This design comes from an exercise in tuning for small area and a short achievable clock period on the open sky130 flow, not from production work. Function was checked by simulation only, so behaviour that the tests miss may differ from the original. The clock port is modelled as an ideal driver; clocking choices that lean on that would not hold on a real chip. No activity file was given, so power comes from the tool's default toggle rates.

Setup of red:
==> flow/design.v <==
package spi_ram_pkg;
  localparam int MEM_DEPTH_DEF = 256;
  localparam int ADDR_SIZE_DEF = 8;
  typedef enum logic [1:0] {
    OP_WR_ADDR = 2'b00,
    OP_WR_DATA = 2'b01,
    OP_RD_ADDR = 2'b10,
    OP_RD_DATA = 2'b11
  } opcode_e;
  typedef enum logic [1:0] {
    ST_NONE  = 2'b00,
    ST_WR_OK = 2'b01,
    ST_RD_OK = 2'b10,
    ST_BOTH  = 2'b11
  } seq_state_e;
endpackage
module spi_ram_array (
  input  logic        clk,
  input  logic        we_i,
  input  logic [15:0] wsel_hi_i,
  input  logic [15:0] wsel_lo_i,
  input  logic [7:0]  wdata_i,
  input  logic [15:0] rsel_lo_i,
  output logic [127:0] grp_o
);
  logic [7:0]  mem_q [256];
  logic [15:0] we_hi;
  assign we_hi = wsel_hi_i & {16{we_i}};
  always_ff @(posedge clk) begin
    for (int r = 0; r < 256; r++) begin
      if (we_hi[r/16] && wsel_lo_i[r%16]) mem_q[r] <= wdata_i;
    end
  end
  always_comb begin
    for (int h = 0; h < 16; h++) begin
      grp_o[h*8 +: 8] = '0;
      for (int l = 0; l < 16; l++) grp_o[h*8 +: 8] = grp_o[h*8 +: 8] | (mem_q[h*16+l] & {8{rsel_lo_i[l]}});
    end
  end
endmodule
module spi_ram_ctrl (
  input  logic       clk,
  input  logic       rst_n,
  input  logic [9:0] din,
  input  logic       rx_valid,
  output logic [7:0] dout,
  output logic       tx_valid,
  output logic       cmd_err
);
  logic live_q, wr_ok_q, rd_ok_q, tx_valid_q, cmd_err_q;
  logic [15:0] wsel_hi_q, wsel_lo_q, rsel_hi_q, rsel_lo_q, rsel_lo_d;
  logic [15:0] din_hi_oh, din_lo_oh;
  logic [127:0] grp_d, grp_q;
  logic [7:0] rd_grp, rd_byte, pdat_q, pdat2_q, dout_q;
  logic pend_q, same_q, same_d, pend_same, hit1_q, hit2_q;
  logic accept, ld_ra_any, ld_wa, ld_ra, wr_cmd, rd_cmd, do_wr, do_rd, bad_cmd;
  assign accept  = rx_valid && live_q;
  assign ld_wa   = accept && din[9:8] == spi_ram_pkg::OP_WR_ADDR;
  assign ld_ra   = accept && din[9:8] == spi_ram_pkg::OP_RD_ADDR;
  assign wr_cmd  = accept && din[9:8] == spi_ram_pkg::OP_WR_DATA;
  assign rd_cmd  = accept && din[9:8] == spi_ram_pkg::OP_RD_DATA;
  assign do_wr   = wr_cmd && wr_ok_q;
  assign do_rd   = rd_cmd && rd_ok_q;
  assign bad_cmd = (wr_cmd && !wr_ok_q) || (rd_cmd && !rd_ok_q);
  always_comb begin
    for (int i = 0; i < 16; i++) begin
      din_hi_oh[i] = din[7:4] == 4'(i);
      din_lo_oh[i] = din[3:0] == 4'(i);
    end
  end
  always_comb begin
    pend_same = same_q;
    if (ld_ra) pend_same = |(din_hi_oh & wsel_hi_q) && |(din_lo_oh & wsel_lo_q);
    same_d = pend_same;
    if (ld_wa) same_d = |(din_hi_oh & rsel_hi_q) && |(din_lo_oh & rsel_lo_q);
  end
  assign ld_ra_any = rx_valid && din[9:8] == spi_ram_pkg::OP_RD_ADDR;
  assign rsel_lo_d = ld_ra_any ? din_lo_oh : rsel_lo_q;
  always_ff @(posedge clk) begin
    if (ld_wa) begin
      wsel_hi_q <= din_hi_oh;
      wsel_lo_q <= din_lo_oh;
    end
    pend_q  <= do_wr;
    pdat_q  <= din[7:0];
    pdat2_q <= pdat_q;
    hit1_q  <= do_wr && same_q;
    hit2_q  <= pend_q && pend_same;
    grp_q   <= grp_d;
  end
  always_ff @(posedge clk or negedge rst_n) begin
    if (!rst_n) begin
      live_q     <= 1'b0;
      wr_ok_q    <= 1'b0;
      rd_ok_q    <= 1'b0;
      tx_valid_q <= 1'b0;
      cmd_err_q  <= 1'b0;
      rsel_hi_q  <= '0;
      rsel_lo_q  <= '0;
      same_q     <= 1'b0;
      dout_q     <= 8'h00;
    end else begin
      live_q     <= 1'b1;
      wr_ok_q    <= wr_ok_q || ld_wa;
      rd_ok_q    <= rd_ok_q || ld_ra;
      tx_valid_q <= do_rd;
      cmd_err_q  <= bad_cmd;
      if (ld_ra) begin
        rsel_hi_q <= din_hi_oh;
        rsel_lo_q <= din_lo_oh;
      end
      same_q     <= same_d;
      if (do_rd) dout_q <= rd_byte;
    end
  end
  spi_ram_array u_array (
    .clk      (clk),
    .we_i     (pend_q),
    .wsel_hi_i(wsel_hi_q),
    .wsel_lo_i(wsel_lo_q),
    .wdata_i  (pdat_q),
    .rsel_lo_i(rsel_lo_d),
    .grp_o    (grp_d)
  );
  always_comb begin
    rd_grp = '0;
    for (int h = 0; h < 16; h++) rd_grp = rd_grp | (grp_q[h*8 +: 8] & {8{rsel_hi_q[h]}});
  end
  assign rd_byte = hit1_q ? pdat_q : hit2_q ? pdat2_q : rd_grp;
  assign dout     = dout_q;
  assign tx_valid = tx_valid_q;
  assign cmd_err  = cmd_err_q;
endmodule
==> flow/config.mk <==
export PLATFORM = sky130hd
export DESIGN_NAME = spi_ram_ctrl
export DESIGN_NICKNAME = spi_ram_ctrl
export VERILOG_FILES = /design/flow/design.v
export SDC_FILE = /design/flow/constraint.sdc
export NUM_CORES = 4
export LEC_CHECK = 0
export ABC_CLOCK_PERIOD_IN_PS = 2200
export CAP_MARGIN = 20
export CORE_MARGIN = 2
export CORE_UTILIZATION = 62
export CTS_CLUSTER_DIAMETER = 80
export CTS_CLUSTER_SIZE = 30
export SETUP_SLACK_MARGIN = 1.9
export SLEW_MARGIN = 20
export TNS_END_PERCENT = 20
==> flow/constraint.sdc <==
create_clock -name core_clock -period 4.4 [get_ports {clk}]
set_input_delay 0.8800 -clock core_clock [delete_from_list [all_inputs] [get_ports {clk}]]
set_output_delay 0.8800 -clock core_clock [all_outputs]
set_load 0.01 [all_outputs]
standard.sh (not shown) runs the stock make flow with config.mk's settings and CLKGATE_MAP_FILE= SYNTH_SCRIPT=/design/flow/synth_recipe.tcl, a recipe that flattens the netlist after the stock synthesis.
==> flow/flow/run.sh <==
#!/bin/bash
# Standard layout (the standard.sh, standard synthesis included), with three changes:
# - ports are buffered with buf_4 instead of the resizer's default pick (clkdlybuf4s50_1,
#   a delay cell), so input and output paths do not start or end on a slow buffer;
# - timing repair may swap a cell for one of another footprint (MATCH_CELL_FOOTPRINT=0);
# - after CTS, flow/post_cts.tcl runs one more setup repair with a larger margin.
set -euo pipefail
bash standard.sh "BUFFER_PORTS_ARGS=-buffer_cell sky130_fd_sc_hd__buf_4" MATCH_CELL_FOOTPRINT=0 \
  "POST_CTS_TCL=$PWD/flow/post_cts.tcl" finish > standard_flow.log 2>&1
==> flow/flow/post_cts.tcl <==
# Extra setup repair after CTS: aim past the flow's own margin, over every violating endpoint,
# then legalise the placement again.
set_dont_use $::env(DONT_USE_CELLS)
estimate_parasitics -placement
repair_timing -setup -setup_margin 2.3 -repair_tns 100 -verbose
detailed_placement
check_placement -verbose
Input changes introduced in blue (baseline for comparison: red):
- a change of CORE_UTILIZATION from 62 to 50
- a change of SETUP_SLACK_MARGIN from 1.9 to 2.4
-- flow/flow/post_cts.tcl --
<<< red, line 4
estimate_parasitics -placement
repair_timing -setup -setup_margin 2.3 -repair_tns 100 -verbose
detailed_placement
>>> blue, line 4
estimate_parasitics -placement
repair_timing -setup -setup_margin 2.45 -repair_tns 100 -verbose
detailed_placement
Notes after the runs:
Every run in the comparison, red and blue, completed the flow with a clean layout.
[compare] base=red new=blue: minimum setup slack after placement shrank by 0.066 ns, worst clock skew +0.0077 ns.
blue vs red: growth of design area from synthesis to finish up
Between red and blue, the flow reports internal power consumption increasing by a few percent.
Of red and blue, the run reporting the lower met1 routed wirelength after detailed routing was red.
Looking only at via count, and setting everything else aside, the higher value of red and blue goes to blue.
In the metrics for red and blue, the one carrying the lower critical path depth is red.
Looking at sequential share of layout area, blue sits 7.1 points below red.
Modified inputs, green compared to blue
- SETUP_SLACK_MARGIN changed from 2.4 to 2.3
-- flow/flow/post_cts.tcl --
<<< blue, line 4
estimate_parasitics -placement
repair_timing -setup -setup_margin 2.45 -repair_tns 100 -verbose
detailed_placement
>>> green, line 4
estimate_parasitics -placement
repair_timing -setup -setup_margin 2.3 -repair_tns 100 -verbose
detailed_placement
==> run summary <==
Taking blue as the reference, in green post-route cell area -6200 um2, maximum frequency now larger, final cell count without fillers decreased by 3.5% relative to the old numbers, footprint of the multi-input gates shrank by 12%, post-layout worst setup margin increased by 0.014 ns relative to the old numbers.
green — global-route usage 5.4 points lower, blue as reference
Diff blue -> green: wire length moved down, fraction of power consumed by combinational cells moved down.
Re standby leakage power: green is 2.5 nW down on blue.
green ended up with dfrtp_2 as its cell with the largest stage delay on the worst path; blue ended up with nand4_1.
For blue, the start-to-end type of the worst setup path was in2reg, unlike green, where it was reg2out.
| register area | green vs blue | ≈ equal |
What orange does differently from green at the input level:
- swapping 2.3 for 1.9 in SETUP_SLACK_MARGIN
==> flow/run.sh (new file) <==
#!/bin/bash
# synth_recipe.tcl (not shown) runs the flow's synth.tcl, then flattens the netlist and writes it again
# the make line also repeats each setting of config.mk as NAME=value (left out here)
make -C /OpenROAD-flow-scripts/flow DESIGN_CONFIG=/design/flow/config.mk WORK_HOME=/design/flow/orfs CLKGATE_MAP_FILE= SYNTH_SCRIPT=/design/flow/synth_recipe.tcl finish
removed: flow/flow/run.sh
removed: flow/flow/post_cts.tcl
removed: flow/standard.sh
Findings:
orange: flow completed, timing, DRC and antenna clean
Per the comparison of orange with green, final cell count has decreased, first-iteration DRC count shows an increase of 180, wire length on met1 shrank by about 4%, global-route wire length before repair fell by about 2.3%.
In the tables for green and orange, routed wire length reads higher with green.

## separate check: timing with driven ports
The flow's constraints put no driver on any port. The routed layouts listed below were extracted and timed again, unchanged, in two steps.
Step 1 (the two cells are an assumption about what drives the block):
set clk [get_ports {clk}]
set_driving_cell -lib_cell sky130_fd_sc_hd__clkbuf_16 $clk
set_driving_cell -lib_cell sky130_fd_sc_hd__buf_2 [delete_from_list [all_inputs] $clk]
Step 2 also shifts input and output timing later by t, the mid clock arrival at the registers, as if the neighbouring blocks saw the same clock.
Three values: ideal, step 1, step 2; two values: the first two.
| run | shift t [ns] | slack for setup (ns) | worst data-port slew with drivers (ns) |
|---|---|---|---|
| red | 0.837 | 1.942 / 1.988 / 1.151 | 0.17 |
| blue | 0.873 | 2.103 / 2.011 / 1.292 | 0.15 |
| green | 0.871 | 2.117 / 2.027 / 1.380 | 0.15 |
| orange | 0.847 | 1.777 / 1.777 / 1.006 | 0.18 |
After both steps every run listed still meets setup and hold. The setup slack of blue, which loses most, moves by -0.092 ns with the drivers and by -0.811 ns with both steps.
